From an optimization exercise on the open Yosys and OpenROAD flow, aimed at small area; shortcuts taken in it are not production practice.
At most, simulation tests tie the RTL to the original design; equivalence was not proved.
Power figures rest on the tool's default switching activity, not on a simulated workload.

==> inputs of violet <==
==> flow/design.v (excerpt) <==
module fire_seek_mode_sequencer (
    input  logic        i_clk,
    input  logic        i_rst_n,
    input  logic        i_in_valid,
    output logic        i_in_ready,
    input  logic        i_in_operation,
    input  logic [9:0]  i_in_distance_cm,
    input  logic [31:0] i_in_now_tick,
    input  logic [1:0]  i_in_random_pick,
    input  logic        i_cfg_valid,
    output logic        i_cfg_ready,
    input  logic [2:0]  i_cfg_index,
    input  logic [15:0] i_cfg_data,
    output logic        o_out_valid,
    input  logic        o_out_ready,
    output logic [7:0]  o_out_servo_angle,
    output logic [2:0]  o_out_motion,
    output logic        o_out_fan_on,
    output logic [2:0]  o_out_mode,
    output logic        o_out_fire_seen,
    output logic        o_out_fire_near
);
export LEC_CHECK = 0
export ABC_AREA = 1
export CAP_MARGIN = 20
export CORE_MARGIN = 2
export CORE_UTILIZATION = 40
export SLEW_MARGIN = 20
create_clock -name core_clock -period 10.0 [get_ports {i_clk}]
standard.sh (not shown) runs the stock make flow with config.mk's settings and CLKGATE_MAP_FILE= SYNTH_SCRIPT=/design/flow/synth_recipe.tcl, a recipe that flattens the netlist after the stock synthesis.
==> flow/flow/run.sh <==
#!/bin/bash
# Layout flow: the standard flow (standard synthesis unchanged), with two changes:
#  - ports are buffered with the smallest buffer instead of the default delay-buffer choice
#  - the clock tree uses clkbuf_8 buffers and no dummy load cells
# Each tool's full output stays in orfs/logs/ (ORFS writes one log per step), and the
# make output goes to flow.log in this folder.
set -uo pipefail
export BUFFER_PORTS_ARGS="-buffer_cell sky130_fd_sc_hd__buf_1"
export CTS_ARGS="-sink_clustering_enable -repair_clock_nets -buf_list sky130_fd_sc_hd__clkbuf_8 -dont_use_dummy_load -sink_clustering_size 30 -sink_clustering_max_diameter 200"
bash standard.sh finish > flow.log 2>&1
rc=$?
tail -20 flow.log
exit $rc
==> indigo: changes against violet <==
--- a/flow/design.v
+++ b/flow/design.v
@@ -31,16 +31,19 @@
     logic        r_scan;
     logic [4:0]  r_tens;       
     logic        r_sweep_up;
     logic [9:0]  r_range;
     logic [1:0]  r_pick;       
     logic        r_fresh;      
     logic [31:0] r_patrol_dl;
     logic [31:0] r_timer;      
+    logic        r_patrol_k;
+    logic        r_timer_k;
+    logic        ref_k;
     logic        r_seen;
     logic        r_near;
     logic        is_patrol, is_pause, is_turn, is_app, is_fan;
     logic        seen, near, lost, far, lost_r;
     logic [31:0] ref_tick, sum;
     logic [15:0] len, addend;
     logic        due, done;
     logic [7:0]  angle;
@@ -76,61 +79,62 @@
     assign is_app    = r_mode[1] && r_mode[0];
     assign is_fan    = r_mode[2];
     assign lost    = lt10n(i_detect_limit, r_range);
     assign far     = lt10n(i_stop_limit, r_range);
     assign seen    = !(i_operation ? lost : lt10n(i_detect_limit, i_distance_cm));
     assign near    = !(i_operation ? far  : lt10n(i_stop_limit, i_distance_cm));
     assign lost_r  = lost;
     assign ref_tick = is_patrol ? (r_fresh ? 32'd0 : r_patrol_dl) : r_timer;
+    assign ref_k    = is_patrol ? (!r_fresh && r_patrol_k) : r_timer_k;
     assign len      = is_pause ? i_pause_len : i_fan_max;
     logic [31:0] nx;
     logic [31:0] cc;       
     logic [15:0] cs, ck;   
     logic [16:0] ce;       
     logic        d31, done_lo, hi_zero;
     logic [15:0] hx, ho;
     assign nx = ~ref_tick;
     assign cc[0] = 1'b1;
+    logic [31:0] cp, cg;
+    assign cp = i_now_tick ^ nx;
+    assign cg = i_now_tick & nx;
     for (genvar i = 0; i < 31; i++) begin : g_cc
-        assign cc[i+1] = (i_now_tick[i] & nx[i]) | (i_now_tick[i] & cc[i]) | (nx[i] & cc[i]);
+        assign cc[i+1] = cg[i] | (cp[i] & cc[i]);
     end
     assign d31 = i_now_tick[31] ^ nx[31] ^ cc[31];
-    assign due = !d31;
     for (genvar i = 0; i < 16; i++) begin : g_cs
         assign cs[i] = i_now_tick[i] ^ nx[i] ^ ~len[i];
         assign ck[i] = (i_now_tick[i] & nx[i]) | (i_now_tick[i] & ~len[i]) | (nx[i] & ~len[i]);
     end
     assign ce[1:0] = 2'b00;
     assign ce[2]   = cs[1] | ck[0];
     for (genvar i = 2; i < 16; i++) begin : g_ce
         assign ce[i+1] = (cs[i] & ck[i-1]) | (cs[i] & ce[i]) | (ck[i-1] & ce[i]);
     end
     assign done_lo = cc[16] ? (ck[15] & ce[16]) : (ck[15] | ce[16]);
     logic [15:0] hq, hm;
     assign hq = i_now_tick[31:16] ^ ref_tick[31:16];
     assign hm[0] = 1'b1;
     for (genvar i = 1; i < 16; i++) begin : g_hm
         assign hm[i] = hm[i-1] & ref_tick[15+i];
     end
-    assign hi_zero = cc[16] ? (hq == 16'd0) : (hq == hm);
+    logic z15;
+    assign z15     = cc[16] ? (hq[14:0] == 15'd0) : (hq[14:0] == hm[14:0]);
+    assign hi_zero = z15 && (hq[15] == (cc[16] ? 1'b0 : hm[15]));
+    assign due = !(d31 ^ (ref_k && z15));
     assign done = !hi_zero || done_lo;
     assign addend = (is_patrol && lost_r) ? i_patrol_period : (is_pause ? i_turn_len : 16'd0);
     logic [16:0] ac;
-    logic [15:0] ap;
     assign ac[0] = 1'b0;
     for (genvar i = 0; i < 16; i++) begin : g_add
         assign sum[i]  = i_now_tick[i] ^ addend[i] ^ ac[i];
         assign ac[i+1] = (i_now_tick[i] & addend[i]) | (i_now_tick[i] & ac[i]) | (addend[i] & ac[i]);
     end
-    assign ap[0] = 1'b1;
-    for (genvar i = 1; i < 16; i++) begin : g_inc
-        assign ap[i] = ap[i-1] & i_now_tick[15+i];
-    end
-    assign sum[31:16] = i_now_tick[31:16] ^ ({16{ac[16]}} & ap);
+    assign sum[31:16] = i_now_tick[31:16];
     logic [4:0] a5c;
     logic [6:0] a5;
     assign a5[1:0] = r_tens[1:0];
     assign a5[2]   = r_tens[2] ^ r_tens[0];
     assign a5c[2]  = r_tens[2] & r_tens[0];
     assign a5[3]   = r_tens[3] ^ r_tens[1] ^ a5c[2];
     assign a5c[3]  = (r_tens[3] & r_tens[1]) | (r_tens[3] & a5c[2]) | (r_tens[1] & a5c[2]);
     assign a5[4]   = r_tens[4] ^ r_tens[2] ^ a5c[3];
@@ -216,20 +220,24 @@
             end
         end
     end
     always_ff @(posedge i_clk) begin
         if (i_accept && i_operation) begin
             if (is_patrol && lost && due) begin
                 r_pick      <= i_random_pick;
                 r_patrol_dl <= sum;
+                r_patrol_k  <= ac[16];
             end
             if ((is_patrol && !lost) || (is_pause && !lost && done && (sec_r || sec_l))
                 || (is_app && !lost && !far))
-                r_timer <= sum;
+            begin
+                r_timer   <= sum;
+                r_timer_k <= ac[16];
+            end
         end
     end
     always_ff @(posedge i_clk) begin
         if (i_accept) begin
             r_seen <= seen;
             r_near <= near;
         end
     end
==> flow/flow/run.sh (replaced) <==
#!/bin/bash
# Layout flow: the standard flow (standard synthesis unchanged), with two changes:
#  - ports are buffered with the smallest buffer instead of the default delay-buffer choice
#  - the clock tree uses clkbuf_8 buffers and no dummy load cells
# Each tool's full output stays in orfs/logs/ (ORFS writes one log per step), and the
# make output goes to flow.log in this folder.
set -uo pipefail
export BUFFER_PORTS_ARGS="-buffer_cell sky130_fd_sc_hd__buf_1"
export CTS_ARGS="-repair_clock_nets -buf_list sky130_fd_sc_hd__clkbuf_8 -dont_use_dummy_load"
bash standard.sh finish > flow.log 2>&1
rc=$?
tail -20 flow.log
exit $rc
==> juniper: changes against violet <==
--- a/flow/design.v
+++ b/flow/design.v
@@ -31,16 +31,19 @@
     logic        r_scan;
     logic [4:0]  r_tens;       
     logic        r_sweep_up;
     logic [9:0]  r_range;
     logic [1:0]  r_pick;       
     logic        r_fresh;      
     logic [31:0] r_patrol_dl;
     logic [31:0] r_timer;      
+    logic        r_patrol_k;
+    logic        r_timer_k;
+    logic        ref_k;
     logic        r_seen;
     logic        r_near;
     logic        is_patrol, is_pause, is_turn, is_app, is_fan;
     logic        seen, near, lost, far, lost_r;
     logic [31:0] ref_tick, sum;
     logic [15:0] len, addend;
     logic        due, done;
     logic [7:0]  angle;
@@ -76,61 +79,62 @@
     assign is_app    = r_mode[1] && r_mode[0];
     assign is_fan    = r_mode[2];
     assign lost    = lt10n(i_detect_limit, r_range);
     assign far     = lt10n(i_stop_limit, r_range);
     assign seen    = !(i_operation ? lost : lt10n(i_detect_limit, i_distance_cm));
     assign near    = !(i_operation ? far  : lt10n(i_stop_limit, i_distance_cm));
     assign lost_r  = lost;
     assign ref_tick = is_patrol ? (r_fresh ? 32'd0 : r_patrol_dl) : r_timer;
+    assign ref_k    = is_patrol ? (!r_fresh && r_patrol_k) : r_timer_k;
     assign len      = is_pause ? i_pause_len : i_fan_max;
     logic [31:0] nx;
     logic [31:0] cc;       
     logic [15:0] cs, ck;   
     logic [16:0] ce;       
     logic        d31, done_lo, hi_zero;
     logic [15:0] hx, ho;
     assign nx = ~ref_tick;
     assign cc[0] = 1'b1;
+    logic [31:0] cp, cg;
+    assign cp = i_now_tick ^ nx;
+    assign cg = i_now_tick & nx;
     for (genvar i = 0; i < 31; i++) begin : g_cc
-        assign cc[i+1] = (i_now_tick[i] & nx[i]) | (i_now_tick[i] & cc[i]) | (nx[i] & cc[i]);
+        assign cc[i+1] = cg[i] | (cp[i] & cc[i]);
     end
     assign d31 = i_now_tick[31] ^ nx[31] ^ cc[31];
-    assign due = !d31;
     for (genvar i = 0; i < 16; i++) begin : g_cs
         assign cs[i] = i_now_tick[i] ^ nx[i] ^ ~len[i];
         assign ck[i] = (i_now_tick[i] & nx[i]) | (i_now_tick[i] & ~len[i]) | (nx[i] & ~len[i]);
     end
     assign ce[1:0] = 2'b00;
     assign ce[2]   = cs[1] | ck[0];
     for (genvar i = 2; i < 16; i++) begin : g_ce
         assign ce[i+1] = (cs[i] & ck[i-1]) | (cs[i] & ce[i]) | (ck[i-1] & ce[i]);
     end
     assign done_lo = cc[16] ? (ck[15] & ce[16]) : (ck[15] | ce[16]);
     logic [15:0] hq, hm;
     assign hq = i_now_tick[31:16] ^ ref_tick[31:16];
     assign hm[0] = 1'b1;
     for (genvar i = 1; i < 16; i++) begin : g_hm
         assign hm[i] = hm[i-1] & ref_tick[15+i];
     end
-    assign hi_zero = cc[16] ? (hq == 16'd0) : (hq == hm);
+    logic z15;
+    assign z15     = cc[16] ? (hq[14:0] == 15'd0) : (hq[14:0] == hm[14:0]);
+    assign hi_zero = z15 && (hq[15] == (cc[16] ? 1'b0 : hm[15]));
+    assign due = !(d31 ^ (ref_k && z15));
     assign done = !hi_zero || done_lo;
     assign addend = (is_patrol && lost_r) ? i_patrol_period : (is_pause ? i_turn_len : 16'd0);
     logic [16:0] ac;
-    logic [15:0] ap;
     assign ac[0] = 1'b0;
     for (genvar i = 0; i < 16; i++) begin : g_add
         assign sum[i]  = i_now_tick[i] ^ addend[i] ^ ac[i];
         assign ac[i+1] = (i_now_tick[i] & addend[i]) | (i_now_tick[i] & ac[i]) | (addend[i] & ac[i]);
     end
-    assign ap[0] = 1'b1;
-    for (genvar i = 1; i < 16; i++) begin : g_inc
-        assign ap[i] = ap[i-1] & i_now_tick[15+i];
-    end
-    assign sum[31:16] = i_now_tick[31:16] ^ ({16{ac[16]}} & ap);
+    assign sum[31:16] = i_now_tick[31:16];
     logic [4:0] a5c;
     logic [6:0] a5;
     assign a5[1:0] = r_tens[1:0];
     assign a5[2]   = r_tens[2] ^ r_tens[0];
     assign a5c[2]  = r_tens[2] & r_tens[0];
     assign a5[3]   = r_tens[3] ^ r_tens[1] ^ a5c[2];
     assign a5c[3]  = (r_tens[3] & r_tens[1]) | (r_tens[3] & a5c[2]) | (r_tens[1] & a5c[2]);
     assign a5[4]   = r_tens[4] ^ r_tens[2] ^ a5c[3];
@@ -216,20 +220,24 @@
             end
         end
     end
     always_ff @(posedge i_clk) begin
         if (i_accept && i_operation) begin
             if (is_patrol && lost && due) begin
                 r_pick      <= i_random_pick;
                 r_patrol_dl <= sum;
+                r_patrol_k  <= ac[16];
             end
             if ((is_patrol && !lost) || (is_pause && !lost && done && (sec_r || sec_l))
                 || (is_app && !lost && !far))
-                r_timer <= sum;
+            begin
+                r_timer   <= sum;
+                r_timer_k <= ac[16];
+            end
         end
     end
     always_ff @(posedge i_clk) begin
         if (i_accept) begin
             r_seen <= seen;
             r_near <= near;
         end
     end
==> flow/flow/run.sh (replaced) <==
#!/bin/bash
# Layout flow: the standard flow (standard synthesis unchanged), with two changes:
#  - ports are buffered with the smallest buffer instead of the default delay-buffer choice
#  - the clock tree uses clkbuf_8 buffers and no dummy load cells
# Each tool's full output stays in orfs/logs/ (ORFS writes one log per step), and the
# make output goes to flow.log in this folder.
set -uo pipefail
export BUFFER_PORTS_ARGS="-buffer_cell sky130_fd_sc_hd__buf_1"
export CTS_ARGS="-sink_clustering_enable -repair_clock_nets -buf_list sky130_fd_sc_hd__clkbuf_8 -dont_use_dummy_load"
bash standard.sh finish > flow.log 2>&1
rc=$?
tail -20 flow.log
exit $rc
- CORE_UTILIZATION: 40 -> 50
- PLACE_DENSITY: unset -> 0.75
==> notes <==
- Between juniper and violet, the lower non-clock buffer count is in juniper (gap 1).
- In indigo the clock power is larger than in juniper, by about 2%.
- Design area: juniper < indigo < violet.
- juniper ran to the end with no violations. violet completed without violations. indigo completed with no timing, DRC or antenna violations.
- Of juniper and violet, violet has the higher area after synthesis (gap 1.6%, measured against violet).
- Cell count: juniper < indigo < violet.
- Between indigo and violet, the lower sequential power is in violet (gap about 2%, measured against violet).
- Of violet and juniper, juniper has the higher sequential cell count (gap 2).
- Worst hold slack: indigo is higher than violet (15 ps).
- The lowest core utilization belongs to violet, the highest to juniper.
Function not checked in violet: the RTL went through the layout flow alone.

==> trial 97 <==
==> flow/design.v <==
module fsms_core (
    input  logic        i_clk,
    input  logic        i_rst_n,
    input  logic        i_accept,
    input  logic        i_operation,
    input  logic [9:0]  i_distance_cm,
    input  logic [31:0] i_now_tick,
    input  logic [1:0]  i_random_pick,
    input  logic [9:0]  i_detect_limit,    
    input  logic [9:0]  i_stop_limit,      
    input  logic [15:0] i_patrol_period,
    input  logic [15:0] i_fan_max,
    input  logic [15:0] i_pause_len,
    input  logic [15:0] i_turn_len,
    input  logic [7:0]  i_right_sector,
    input  logic [7:0]  i_left_sector,
    output logic [7:0]  o_servo_angle,
    output logic [2:0]  o_motion,
    output logic        o_fan_on,
    output logic [2:0]  o_mode,
    output logic        o_fire_seen,
    output logic        o_fire_near
);
    localparam logic [2:0] MODE_PATROL   = 3'd0;
    localparam logic [2:0] MODE_PAUSE    = 3'd1;
    localparam logic [2:0] MODE_TURN     = 3'd2;
    localparam logic [2:0] MODE_APPROACH = 3'd3;
    localparam logic [2:0] MODE_FAN      = 3'd4;
    logic [2:0]  r_mode;
    logic        r_flag;       
    logic        r_scan;
    logic [4:0]  r_tens;       
    logic        r_sweep_up;
    logic [9:0]  r_range;
    logic [1:0]  r_pick;       
    logic        r_fresh;      
    logic [31:0] r_patrol_dl;
    logic [31:0] r_timer;      
    logic        r_seen;
    logic        r_near;
    logic        is_patrol, is_pause, is_turn, is_app, is_fan;
    logic        seen, near, lost, far, lost_r;
    logic [31:0] ref_tick, sum;
    logic [15:0] len, addend;
    logic        due, done;
    logic [7:0]  angle;
    logic        sec_r, sec_l;
    logic        hold90;
    function automatic logic lt10n(input logic [9:0] limit_n, input logic [9:0] x);
        logic c;
        c = 1'b0;
        for (int i = 0; i < 10; i++) c = (limit_n[i] & x[i]) | (limit_n[i] & c) | (x[i] & c);
        lt10n = c;
    endfunction
    function automatic logic geq8n(input logic [7:0] a, input logic [7:0] b_n);
        logic c;
        c = 1'b1;
        for (int i = 0; i < 8; i++) c = (a[i] & b_n[i]) | (a[i] & c) | (b_n[i] & c);
        geq8n = c;
    endfunction
    function automatic logic lt8n(input logic [7:0] limit_n, input logic [7:0] x);
        logic c;
        c = 1'b0;
        for (int i = 0; i < 8; i++) c = (limit_n[i] & x[i]) | (limit_n[i] & c) | (x[i] & c);
        lt8n = c;
    endfunction
    function automatic logic geq8(input logic [7:0] a, input logic [7:0] b);
        logic c;
        c = 1'b1;
        for (int i = 0; i < 8; i++) c = (a[i] & ~b[i]) | (a[i] & c) | (~b[i] & c);
        geq8 = c;
    endfunction
    assign is_patrol = (r_mode == MODE_PATROL);
    assign is_pause  = !r_mode[2] && !r_mode[1] && r_mode[0];
    assign is_turn   = r_mode[1] && !r_mode[0];
    assign is_app    = r_mode[1] && r_mode[0];
    assign is_fan    = r_mode[2];
    assign lost    = lt10n(i_detect_limit, r_range);
    assign far     = lt10n(i_stop_limit, r_range);
    assign seen    = !(i_operation ? lost : lt10n(i_detect_limit, i_distance_cm));
    assign near    = !(i_operation ? far  : lt10n(i_stop_limit, i_distance_cm));
    assign lost_r  = lost;
    assign ref_tick = is_patrol ? (r_fresh ? 32'd0 : r_patrol_dl) : r_timer;
    assign len      = is_pause ? i_pause_len : i_fan_max;
    logic [31:0] nx;
    logic [31:0] cc;       
    logic [15:0] cs, ck;   
    logic [16:0] ce;       
    logic        d31, done_lo, hi_zero;
    logic [15:0] hx, ho;
    assign nx = ~ref_tick;
    assign cc[0] = 1'b1;
    for (genvar i = 0; i < 31; i++) begin : g_cc
        assign cc[i+1] = (i_now_tick[i] & nx[i]) | (i_now_tick[i] & cc[i]) | (nx[i] & cc[i]);
    end
    assign d31 = i_now_tick[31] ^ nx[31] ^ cc[31];
    assign due = !d31;
    for (genvar i = 0; i < 16; i++) begin : g_cs
        assign cs[i] = i_now_tick[i] ^ nx[i] ^ ~len[i];
        assign ck[i] = (i_now_tick[i] & nx[i]) | (i_now_tick[i] & ~len[i]) | (nx[i] & ~len[i]);
    end
    assign ce[1:0] = 2'b00;
    assign ce[2]   = cs[1] | ck[0];
    for (genvar i = 2; i < 16; i++) begin : g_ce
        assign ce[i+1] = (cs[i] & ck[i-1]) | (cs[i] & ce[i]) | (ck[i-1] & ce[i]);
    end
    assign done_lo = cc[16] ? (ck[15] & ce[16]) : (ck[15] | ce[16]);
    logic [15:0] hq, hm;
    assign hq = i_now_tick[31:16] ^ ref_tick[31:16];
    assign hm[0] = 1'b1;
    for (genvar i = 1; i < 16; i++) begin : g_hm
        assign hm[i] = hm[i-1] & ref_tick[15+i];
    end
    assign hi_zero = cc[16] ? (hq == 16'd0) : (hq == hm);
    assign done = !hi_zero || done_lo;
    assign addend = (is_patrol && lost_r) ? i_patrol_period : (is_pause ? i_turn_len : 16'd0);
    logic [16:0] ac;
    logic [15:0] ap;
    assign ac[0] = 1'b0;
    for (genvar i = 0; i < 16; i++) begin : g_add
        assign sum[i]  = i_now_tick[i] ^ addend[i] ^ ac[i];
        assign ac[i+1] = (i_now_tick[i] & addend[i]) | (i_now_tick[i] & ac[i]) | (addend[i] & ac[i]);
    end
    assign ap[0] = 1'b1;
    for (genvar i = 1; i < 16; i++) begin : g_inc
        assign ap[i] = ap[i-1] & i_now_tick[15+i];
    end
    assign sum[31:16] = i_now_tick[31:16] ^ ({16{ac[16]}} & ap);
    logic [4:0] a5c;
    logic [6:0] a5;
    assign a5[1:0] = r_tens[1:0];
    assign a5[2]   = r_tens[2] ^ r_tens[0];
    assign a5c[2]  = r_tens[2] & r_tens[0];
    assign a5[3]   = r_tens[3] ^ r_tens[1] ^ a5c[2];
    assign a5c[3]  = (r_tens[3] & r_tens[1]) | (r_tens[3] & a5c[2]) | (r_tens[1] & a5c[2]);
    assign a5[4]   = r_tens[4] ^ r_tens[2] ^ a5c[3];
    assign a5c[4]  = (r_tens[4] & r_tens[2]) | (r_tens[4] & a5c[3]) | (r_tens[2] & a5c[3]);
    assign a5[5]   = r_tens[3] ^ a5c[4];
    assign a5[6]   = (r_tens[3] & a5c[4]) | r_tens[4];
    assign angle   = {a5, 1'b0};
    assign sec_r = !geq8n(angle, i_right_sector);
    assign sec_l = lt8n(i_left_sector, angle);
    assign hold90 = is_fan || (is_app && r_flag);
    always_ff @(posedge i_clk) begin
        if (!i_rst_n) begin
            r_mode     <= MODE_PATROL;
            r_flag     <= 1'b0;
            r_scan     <= 1'b1;
            r_tens     <= 5'd0;
            r_sweep_up <= 1'b1;
            r_range    <= 10'd999;
            r_fresh    <= 1'b1;
        end else if (i_accept) begin
            if (i_operation) begin
                case (r_mode)
                    MODE_PATROL: begin
                        r_scan <= lost;
                        if (lost) begin
                            r_flag <= due || !r_fresh;
                            if (due) r_fresh <= 1'b0;
                        end else begin
                            r_flag <= 1'b0;
                            r_mode <= MODE_PAUSE;
                        end
                    end
                    MODE_PAUSE: begin
                        if (lost) begin
                            r_mode <= MODE_PATROL;
                        end else if (done) begin
                            r_flag <= sec_r;
                            r_mode <= (sec_r || sec_l) ? MODE_TURN : MODE_APPROACH;
                        end
                    end
                    MODE_TURN: begin
                        if (lost || due) r_flag <= 1'b0;
                        if (lost) r_mode <= MODE_PATROL;
                        else if (due) r_mode <= MODE_APPROACH;
                    end
                    MODE_APPROACH: begin
                        r_flag <= !lost && far;
                        if (lost) begin
                            r_scan <= 1'b1;
                            r_mode <= MODE_PATROL;
                        end else if (!far) begin
                            r_mode <= MODE_FAN;
                        end
                    end
                    default: begin
                        if (done || lost) begin
                            r_scan <= 1'b1;
                            r_mode <= MODE_PATROL;
                        end
                    end
                endcase
            end else begin
                r_range <= i_distance_cm;
                if (r_scan) begin
                    if (r_sweep_up) begin
                        if (r_tens[4] && (r_tens[3:0] != 4'd0)) begin
                            r_tens     <= 5'd18;
                            r_sweep_up <= 1'b0;
                        end else begin
                            r_tens <= r_tens ^ {&r_tens[3:0], &r_tens[2:0], &r_tens[1:0], r_tens[0], 1'b1};
                        end
                    end else begin
                        if (r_tens[4:1] == 4'd0) begin
                            r_tens     <= 5'd0;
                            r_sweep_up <= 1'b1;
                        end else begin
                            r_tens <= r_tens ^ {~|r_tens[3:0], ~|r_tens[2:0], ~|r_tens[1:0], ~r_tens[0], 1'b1};
                        end
                    end
                end else if (hold90) begin
                    r_tens <= 5'd9;
                end
            end
        end
    end
    always_ff @(posedge i_clk) begin
        if (i_accept && i_operation) begin
            if (is_patrol && lost && due) begin
                r_pick      <= i_random_pick;
                r_patrol_dl <= sum;
            end
            if ((is_patrol && !lost) || (is_pause && !lost && done && (sec_r || sec_l))
                || (is_app && !lost && !far))
                r_timer <= sum;
        end
    end
    always_ff @(posedge i_clk) begin
        if (i_accept) begin
            r_seen <= seen;
            r_near <= near;
        end
    end
    assign o_servo_angle = angle;
    assign o_mode        = r_mode;
    assign o_fan_on      = is_fan;
    assign o_fire_seen   = r_seen;
    assign o_fire_near   = r_near;
    always_comb begin
        if (is_turn)      o_motion = r_flag ? 3'd4 : 3'd3;
        else if (!r_flag) o_motion = 3'd0;
        else if (is_app)  o_motion = 3'd5;
        else              o_motion = {r_pick[1] & r_pick[0], r_pick[1] ^ r_pick[0], ~r_pick[0]};
    end
endmodule
module fire_seek_mode_sequencer (
    input  logic        i_clk,
    input  logic        i_rst_n,
    input  logic        i_in_valid,
    output logic        i_in_ready,
    input  logic        i_in_operation,
    input  logic [9:0]  i_in_distance_cm,
    input  logic [31:0] i_in_now_tick,
    input  logic [1:0]  i_in_random_pick,
    input  logic        i_cfg_valid,
    output logic        i_cfg_ready,
    input  logic [2:0]  i_cfg_index,
    input  logic [15:0] i_cfg_data,
    output logic        o_out_valid,
    input  logic        o_out_ready,
    output logic [7:0]  o_out_servo_angle,
    output logic [2:0]  o_out_motion,
    output logic        o_out_fan_on,
    output logic [2:0]  o_out_mode,
    output logic        o_out_fire_seen,
    output logic        o_out_fire_near
);
    logic [9:0]  r_detect_limit;   
    logic [9:0]  r_stop_limit;     
    logic [15:0] r_patrol_period;
    logic [15:0] r_fan_max;
    logic [15:0] r_pause_len;
    logic [15:0] r_turn_len;
    logic [7:0]  r_right_sector;
    logic [7:0]  r_left_sector;
    logic        r_out_valid;
    logic        in_acc;
    assign i_in_ready  = !r_out_valid || o_out_ready;
    assign in_acc      = i_in_valid && i_in_ready;
    assign i_cfg_ready = 1'b1;
    logic [15:0] d_lo, d_hi;
    logic [7:0]  cfg_we;
    assign d_lo = i_cfg_data & {16{i_rst_n}};
    assign d_hi = i_cfg_data | {16{!i_rst_n}};
    always_comb begin
        for (int k = 0; k < 8; k++)
            cfg_we[k] = !i_rst_n || (i_cfg_valid && i_cfg_index == 3'(k));
    end
    function automatic logic [15:0] dsel(input logic [15:0] def, input logic [15:0] lo,
                                         input logic [15:0] hi);
        dsel = (hi & def) | (lo & ~def);
    endfunction
    always_ff @(posedge i_clk) begin
        if (cfg_we[0]) r_detect_limit  <= dsel(~16'd300, ~d_hi, ~d_lo) & 16'h03ff;
        if (cfg_we[1]) r_stop_limit    <= dsel(~16'd50,  ~d_hi, ~d_lo) & 16'h03ff;
        if (cfg_we[2]) r_patrol_period <= dsel(16'd3000, d_lo, d_hi);
        if (cfg_we[3]) r_fan_max       <= dsel(16'd5000, d_lo, d_hi);
        if (cfg_we[4]) r_pause_len     <= dsel(16'd300,  d_lo, d_hi);
        if (cfg_we[5]) r_turn_len      <= dsel(16'd1308, d_lo, d_hi);
        if (cfg_we[6]) r_right_sector  <= dsel(~16'd60,  ~d_hi, ~d_lo) & 16'h00ff;   
        if (cfg_we[7]) r_left_sector   <= dsel(~16'd120, ~d_hi, ~d_lo) & 16'h00ff;   
    end
    always_ff @(posedge i_clk) begin
        if (!i_rst_n)         r_out_valid <= 1'b0;
        else if (in_acc)      r_out_valid <= 1'b1;
        else if (o_out_ready) r_out_valid <= 1'b0;
    end
    fsms_core u_core (
        .i_clk           (i_clk),
        .i_rst_n         (i_rst_n),
        .i_accept        (in_acc),
        .i_operation     (i_in_operation),
        .i_distance_cm   (i_in_distance_cm),
        .i_now_tick      (i_in_now_tick),
        .i_random_pick   (i_in_random_pick),
        .i_detect_limit  (r_detect_limit),
        .i_stop_limit    (r_stop_limit),
        .i_patrol_period (r_patrol_period),
        .i_fan_max       (r_fan_max),
        .i_pause_len     (r_pause_len),
        .i_turn_len      (r_turn_len),
        .i_right_sector  (r_right_sector),
        .i_left_sector   (r_left_sector),
        .o_servo_angle   (o_out_servo_angle),
        .o_motion        (o_out_motion),
        .o_fan_on        (o_out_fan_on),
        .o_mode          (o_out_mode),
        .o_fire_seen     (o_out_fire_seen),
        .o_fire_near     (o_out_fire_near)
    );
    assign o_out_valid = r_out_valid;
endmodule
==> flow/flow/run.sh <==
#!/bin/bash
# Layout flow: the standard flow (standard synthesis unchanged), with two changes:
#  - ports are buffered with the smallest buffer instead of the default delay-buffer choice
#  - the clock tree uses clkbuf_8 buffers and no dummy load cells
# Each tool's full output stays in orfs/logs/ (ORFS writes one log per step), and the
# make output goes to flow.log in this folder.
set -uo pipefail
export BUFFER_PORTS_ARGS="-buffer_cell sky130_fd_sc_hd__buf_1"
export CTS_ARGS="-sink_clustering_enable -repair_clock_nets -buf_list sky130_fd_sc_hd__clkbuf_8 -dont_use_dummy_load -sink_clustering_size 60 -sink_clustering_max_diameter 300"
bash standard.sh finish > flow.log 2>&1
rc=$?
tail -20 flow.log
exit $rc
==> flow/standard.sh <==
#!/bin/bash
# synth_recipe.tcl (not shown) runs the flow's synth.tcl, then flattens the netlist and writes it again
# the make line also repeats each setting of config.mk as NAME=value (left out here)
make -C /OpenROAD-flow-scripts/flow DESIGN_CONFIG=/design/flow/config.mk WORK_HOME=/design/flow/orfs CLKGATE_MAP_FILE= SYNTH_SCRIPT=/design/flow/synth_recipe.tcl "${@:-finish}"
==> flow/config.mk <==
export PLATFORM = sky130hd
export DESIGN_NAME = fire_seek_mode_sequencer
export DESIGN_NICKNAME = fire_seek_mode_sequencer
export VERILOG_FILES = /design/flow/design.v
export SDC_FILE = /design/flow/constraint.sdc
export NUM_CORES = 4
export LEC_CHECK = 0
export ABC_AREA = 1
export CAP_MARGIN = 20
export CORE_MARGIN = 2
export CORE_UTILIZATION = 40
export SLEW_MARGIN = 20
==> flow/constraint.sdc <==
create_clock -name core_clock -period 10.0 [get_ports {i_clk}]
set_input_delay 2.0000 -clock core_clock [delete_from_list [all_inputs] [get_ports {i_clk}]]
set_output_delay 2.0000 -clock core_clock [all_outputs]
set_load 0.01 [all_outputs]
==> inputs of build 28, as changes to trial 97 <==
--- a/flow/design.v
+++ b/flow/design.v
@@ -36,6 +36,9 @@
     logic        r_fresh;      
     logic [31:0] r_patrol_dl;
     logic [31:0] r_timer;      
+    logic        r_patrol_k;
+    logic        r_timer_k;
+    logic        ref_k;
     logic        r_seen;
     logic        r_near;
     logic        is_patrol, is_pause, is_turn, is_app, is_fan;
@@ -81,6 +84,7 @@
     assign near    = !(i_operation ? far  : lt10n(i_stop_limit, i_distance_cm));
     assign lost_r  = lost;
     assign ref_tick = is_patrol ? (r_fresh ? 32'd0 : r_patrol_dl) : r_timer;
+    assign ref_k    = is_patrol ? (!r_fresh && r_patrol_k) : r_timer_k;
     assign len      = is_pause ? i_pause_len : i_fan_max;
     logic [31:0] nx;
     logic [31:0] cc;       
@@ -90,11 +94,13 @@
     logic [15:0] hx, ho;
     assign nx = ~ref_tick;
     assign cc[0] = 1'b1;
+    logic [31:0] cp, cg;
+    assign cp = i_now_tick ^ nx;
+    assign cg = i_now_tick & nx;
     for (genvar i = 0; i < 31; i++) begin : g_cc
-        assign cc[i+1] = (i_now_tick[i] & nx[i]) | (i_now_tick[i] & cc[i]) | (nx[i] & cc[i]);
+        assign cc[i+1] = cg[i] | (cp[i] & cc[i]);
     end
     assign d31 = i_now_tick[31] ^ nx[31] ^ cc[31];
-    assign due = !d31;
     for (genvar i = 0; i < 16; i++) begin : g_cs
         assign cs[i] = i_now_tick[i] ^ nx[i] ^ ~len[i];
         assign ck[i] = (i_now_tick[i] & nx[i]) | (i_now_tick[i] & ~len[i]) | (nx[i] & ~len[i]);
@@ -111,21 +117,19 @@
     for (genvar i = 1; i < 16; i++) begin : g_hm
         assign hm[i] = hm[i-1] & ref_tick[15+i];
     end
-    assign hi_zero = cc[16] ? (hq == 16'd0) : (hq == hm);
+    logic z15;
+    assign z15     = cc[16] ? (hq[14:0] == 15'd0) : (hq[14:0] == hm[14:0]);
+    assign hi_zero = z15 && (hq[15] == (cc[16] ? 1'b0 : hm[15]));
+    assign due = !(d31 ^ (ref_k && z15));
     assign done = !hi_zero || done_lo;
     assign addend = (is_patrol && lost_r) ? i_patrol_period : (is_pause ? i_turn_len : 16'd0);
     logic [16:0] ac;
-    logic [15:0] ap;
     assign ac[0] = 1'b0;
     for (genvar i = 0; i < 16; i++) begin : g_add
         assign sum[i]  = i_now_tick[i] ^ addend[i] ^ ac[i];
         assign ac[i+1] = (i_now_tick[i] & addend[i]) | (i_now_tick[i] & ac[i]) | (addend[i] & ac[i]);
     end
-    assign ap[0] = 1'b1;
-    for (genvar i = 1; i < 16; i++) begin : g_inc
-        assign ap[i] = ap[i-1] & i_now_tick[15+i];
-    end
-    assign sum[31:16] = i_now_tick[31:16] ^ ({16{ac[16]}} & ap);
+    assign sum[31:16] = i_now_tick[31:16];
     logic [4:0] a5c;
     logic [6:0] a5;
     assign a5[1:0] = r_tens[1:0];
@@ -221,10 +225,14 @@
             if (is_patrol && lost && due) begin
                 r_pick      <= i_random_pick;
                 r_patrol_dl <= sum;
+                r_patrol_k  <= ac[16];
             end
             if ((is_patrol && !lost) || (is_pause && !lost && done && (sec_r || sec_l))
                 || (is_app && !lost && !far))
-                r_timer <= sum;
+            begin
+                r_timer   <= sum;
+                r_timer_k <= ac[16];
+            end
         end
     end
     always_ff @(posedge i_clk) begin
--- a/flow/flow/run.sh
+++ b/flow/flow/run.sh
@@ -6,7 +6,7 @@
 # make output goes to flow.log in this folder.
 set -uo pipefail
 export BUFFER_PORTS_ARGS="-buffer_cell sky130_fd_sc_hd__buf_1"
-export CTS_ARGS="-sink_clustering_enable -repair_clock_nets -buf_list sky130_fd_sc_hd__clkbuf_8 -dont_use_dummy_load -sink_clustering_size 60 -sink_clustering_max_diameter 300"
+export CTS_ARGS="-sink_clustering_enable -repair_clock_nets -buf_list sky130_fd_sc_hd__clkbuf_8 -dont_use_dummy_load"
 bash standard.sh finish > flow.log 2>&1
 rc=$?
 tail -20 flow.log
--- a/flow/config.mk
+++ b/flow/config.mk
@@ -8,5 +8,5 @@
 export ABC_AREA = 1
 export CAP_MARGIN = 20
 export CORE_MARGIN = 2
-export CORE_UTILIZATION = 40
+export CORE_UTILIZATION = 60
 export SLEW_MARGIN = 20
==> inputs of trial 37, as changes to trial 97 <==
--- a/flow/design.v
+++ b/flow/design.v
@@ -6,8 +6,8 @@
     input  logic [9:0]  i_distance_cm,
     input  logic [31:0] i_now_tick,
     input  logic [1:0]  i_random_pick,
-    input  logic [9:0]  i_detect_limit,    
-    input  logic [9:0]  i_stop_limit,      
+    input  logic [9:0]  i_detect_limit,
+    input  logic [9:0]  i_stop_limit,
     input  logic [15:0] i_patrol_period,
     input  logic [15:0] i_fan_max,
     input  logic [15:0] i_pause_len,
@@ -46,23 +46,11 @@
     logic [7:0]  angle;
     logic        sec_r, sec_l;
     logic        hold90;
-    function automatic logic lt10n(input logic [9:0] limit_n, input logic [9:0] x);
-        logic c;
-        c = 1'b0;
-        for (int i = 0; i < 10; i++) c = (limit_n[i] & x[i]) | (limit_n[i] & c) | (x[i] & c);
-        lt10n = c;
-    endfunction
-    function automatic logic geq8n(input logic [7:0] a, input logic [7:0] b_n);
+    function automatic logic geq10(input logic [9:0] a, input logic [9:0] b);
         logic c;
         c = 1'b1;
-        for (int i = 0; i < 8; i++) c = (a[i] & b_n[i]) | (a[i] & c) | (b_n[i] & c);
-        geq8n = c;
-    endfunction
-    function automatic logic lt8n(input logic [7:0] limit_n, input logic [7:0] x);
-        logic c;
-        c = 1'b0;
-        for (int i = 0; i < 8; i++) c = (limit_n[i] & x[i]) | (limit_n[i] & c) | (x[i] & c);
-        lt8n = c;
+        for (int i = 0; i < 10; i++) c = (a[i] & ~b[i]) | (a[i] & c) | (~b[i] & c);
+        geq10 = c;
     endfunction
     function automatic logic geq8(input logic [7:0] a, input logic [7:0] b);
         logic c;
@@ -75,10 +63,10 @@
     assign is_turn   = r_mode[1] && !r_mode[0];
     assign is_app    = r_mode[1] && r_mode[0];
     assign is_fan    = r_mode[2];
-    assign lost    = lt10n(i_detect_limit, r_range);
-    assign far     = lt10n(i_stop_limit, r_range);
-    assign seen    = !(i_operation ? lost : lt10n(i_detect_limit, i_distance_cm));
-    assign near    = !(i_operation ? far  : lt10n(i_stop_limit, i_distance_cm));
+    assign lost    = !geq10(i_detect_limit, r_range);
+    assign far     = !geq10(i_stop_limit, r_range);
+    assign seen    = i_operation ? !lost : geq10(i_detect_limit, i_distance_cm);
+    assign near    = i_operation ? !far  : geq10(i_stop_limit, i_distance_cm);
     assign lost_r  = lost;
     assign ref_tick = is_patrol ? (r_fresh ? 32'd0 : r_patrol_dl) : r_timer;
     assign len      = is_pause ? i_pause_len : i_fan_max;
@@ -138,8 +126,8 @@
     assign a5[5]   = r_tens[3] ^ a5c[4];
     assign a5[6]   = (r_tens[3] & a5c[4]) | r_tens[4];
     assign angle   = {a5, 1'b0};
-    assign sec_r = !geq8n(angle, i_right_sector);
-    assign sec_l = lt8n(i_left_sector, angle);
+    assign sec_r = !geq8(angle, i_right_sector);
+    assign sec_l = !geq8(i_left_sector, angle);
     assign hold90 = is_fan || (is_app && r_flag);
     always_ff @(posedge i_clk) begin
         if (!i_rst_n) begin
@@ -267,8 +255,8 @@
     output logic        o_out_fire_seen,
     output logic        o_out_fire_near
 );
-    logic [9:0]  r_detect_limit;   
-    logic [9:0]  r_stop_limit;     
+    logic [9:0]  r_detect_limit;
+    logic [9:0]  r_stop_limit;
     logic [15:0] r_patrol_period;
     logic [15:0] r_fan_max;
     logic [15:0] r_pause_len;
@@ -293,14 +281,14 @@
         dsel = (hi & def) | (lo & ~def);
     endfunction
     always_ff @(posedge i_clk) begin
-        if (cfg_we[0]) r_detect_limit  <= dsel(~16'd300, ~d_hi, ~d_lo) & 16'h03ff;
-        if (cfg_we[1]) r_stop_limit    <= dsel(~16'd50,  ~d_hi, ~d_lo) & 16'h03ff;
+        if (cfg_we[0]) r_detect_limit  <= dsel(16'd300,  d_lo, d_hi) & 16'h03ff;
+        if (cfg_we[1]) r_stop_limit    <= dsel(16'd50,   d_lo, d_hi) & 16'h03ff;
         if (cfg_we[2]) r_patrol_period <= dsel(16'd3000, d_lo, d_hi);
         if (cfg_we[3]) r_fan_max       <= dsel(16'd5000, d_lo, d_hi);
         if (cfg_we[4]) r_pause_len     <= dsel(16'd300,  d_lo, d_hi);
         if (cfg_we[5]) r_turn_len      <= dsel(16'd1308, d_lo, d_hi);
-        if (cfg_we[6]) r_right_sector  <= dsel(~16'd60,  ~d_hi, ~d_lo) & 16'h00ff;   
-        if (cfg_we[7]) r_left_sector   <= dsel(~16'd120, ~d_hi, ~d_lo) & 16'h00ff;   
+        if (cfg_we[6]) r_right_sector  <= dsel(16'd60,   d_lo, d_hi) & 16'h00ff;
+        if (cfg_we[7]) r_left_sector   <= dsel(16'd120,  d_lo, d_hi) & 16'h00ff;
     end
     always_ff @(posedge i_clk) begin
         if (!i_rst_n)         r_out_valid <= 1'b0;
--- a/flow/flow/run.sh
+++ b/flow/flow/run.sh
@@ -6,7 +6,7 @@
 # make output goes to flow.log in this folder.
 set -uo pipefail
 export BUFFER_PORTS_ARGS="-buffer_cell sky130_fd_sc_hd__buf_1"
-export CTS_ARGS="-sink_clustering_enable -repair_clock_nets -buf_list sky130_fd_sc_hd__clkbuf_8 -dont_use_dummy_load -sink_clustering_size 60 -sink_clustering_max_diameter 300"
+export CTS_ARGS="-sink_clustering_enable -repair_clock_nets -buf_list sky130_fd_sc_hd__clkbuf_8 -dont_use_dummy_load"
 bash standard.sh finish > flow.log 2>&1
 rc=$?
 tail -20 flow.log
--- a/flow/config.mk
+++ b/flow/config.mk
@@ -8,5 +8,6 @@
 export ABC_AREA = 1
 export CAP_MARGIN = 20
 export CORE_MARGIN = 2
-export CORE_UTILIZATION = 40
+export CORE_UTILIZATION = 55
+export GPL_TIMING_DRIVEN = 0
 export SLEW_MARGIN = 20
==> comparison table <==
|  | trial 37 | trial 97 | build 28 |
|---|---|---|---|
| Outcome | complete, no violations | complete, no violations | complete, no violations |
| TritonCTS Sinks | 190 | 190 | 192 |
| Layout cell share with drive strength beyond 1 | 8.24% | 6.60% | 5.19% |
| Synthesized netlist net count | 1201 | 1185 | 1142 |
| Fraction of area in clock buffers and inverters | 2.01% | 2.04% | 2.10% |
| M2 GR Usage | 40.0% | 27.8% | 39.6% |
| Critical-path maximum fanout | 12 | 11 | 18 |
| Portion of the post-synthesis area used by sequential elements | 52.0% | 52.3% | 53.7% |
| Worst slew margin relative to its limit | 36.0% | 38.9% | 28.2% |
| Design Area, Final | 0.0116 sq mm | 0.0115 sq mm | 0.0111 sq mm |
| Top layer in use | met4 | met5 | met4 |
| Clock network fraction of design power | 20.6% | 22.0% | 20.6% |
| GRT met1 Usage | 30.1% | 22.3% | 34.7% |
| Required time of the critical path | 10.17 ns | 10.29 ns | 10.34 ns |
| Die W | 142 microns | 166 microns | 135 microns |
| First-pass GRT wire length | 35500 microns | 36900 microns | 34400 microns |
| Count of plain and timing-repair buffers in the layout | 127 | 101 | 99 |
| Area of the multi-input gates | 0.00426 sq mm | 0.00428 sq mm | 0.00408 sq mm |
| Iter 0 DRT Violations | 362 | 400 | 429 |
| Chip height | 142 microns | 166 microns | 135 microns |
| Via count of the first global-routing pass | 7098 | 7194 | 6764 |
| Area taken by flip-flops and latches | 0.00548 sq mm | 0.00548 sq mm | 0.00554 sq mm |
| Clock Latency Late Sink | 0.47 ns | 0.47 ns | 0.49 ns |
| Post-cts repair resize count | 3 | 0 | 0 |
Only the layout flow was run in trial 97 and trial 37; the RTL was not checked for function there.

-- re-timing with driven ports --
In the flow no input, the clock included, has a driving cell. The finished layouts below were timed again as built, in two steps.
Step 1 sets driving cells, clkbuf_16 on the clock port and buf_2 on the other inputs (assumed; they add their load-dependent delay and slew).
Step 2, shift: input delay + t, output delay - t, t = (earliest + latest rising clock arrival at the registers) / 2. This alone moves slack from input paths to output paths.
Three values: no drivers, after step 1, after step 2; two values: the first two.
run | t, ns | setup WS [ns] | latest minus earliest clock arrival (ns) | worst slew at a driven data input, ns
violet | 0.491 | 0.583 / 0.583 / 0.405 | 0.041 / 0.041 | 0.07
indigo | 0.493 | 1.772 / 1.772 / 1.746 | 0.040 / 0.041 | 0.07
juniper | 0.500 | 1.804 / 1.804 / 1.721 | 0.050 / 0.050 | 0.07
trial 97 | 0.491 | 0.583 / 0.583 / 0.405 | 0.041 / 0.041 | 0.07
build 28 | 0.498 | 1.839 / 1.839 / 1.755 | 0.057 / 0.057 | 0.06
trial 37 | 0.488 | 0.497 / 0.497 / 0.229 | 0.043 / 0.042 | 0.06
After both steps every run listed still meets setup and hold. For trial 37, which loses most, drivers alone change the setup slack by 0.000 ns; drivers and shift together by -0.268 ns.
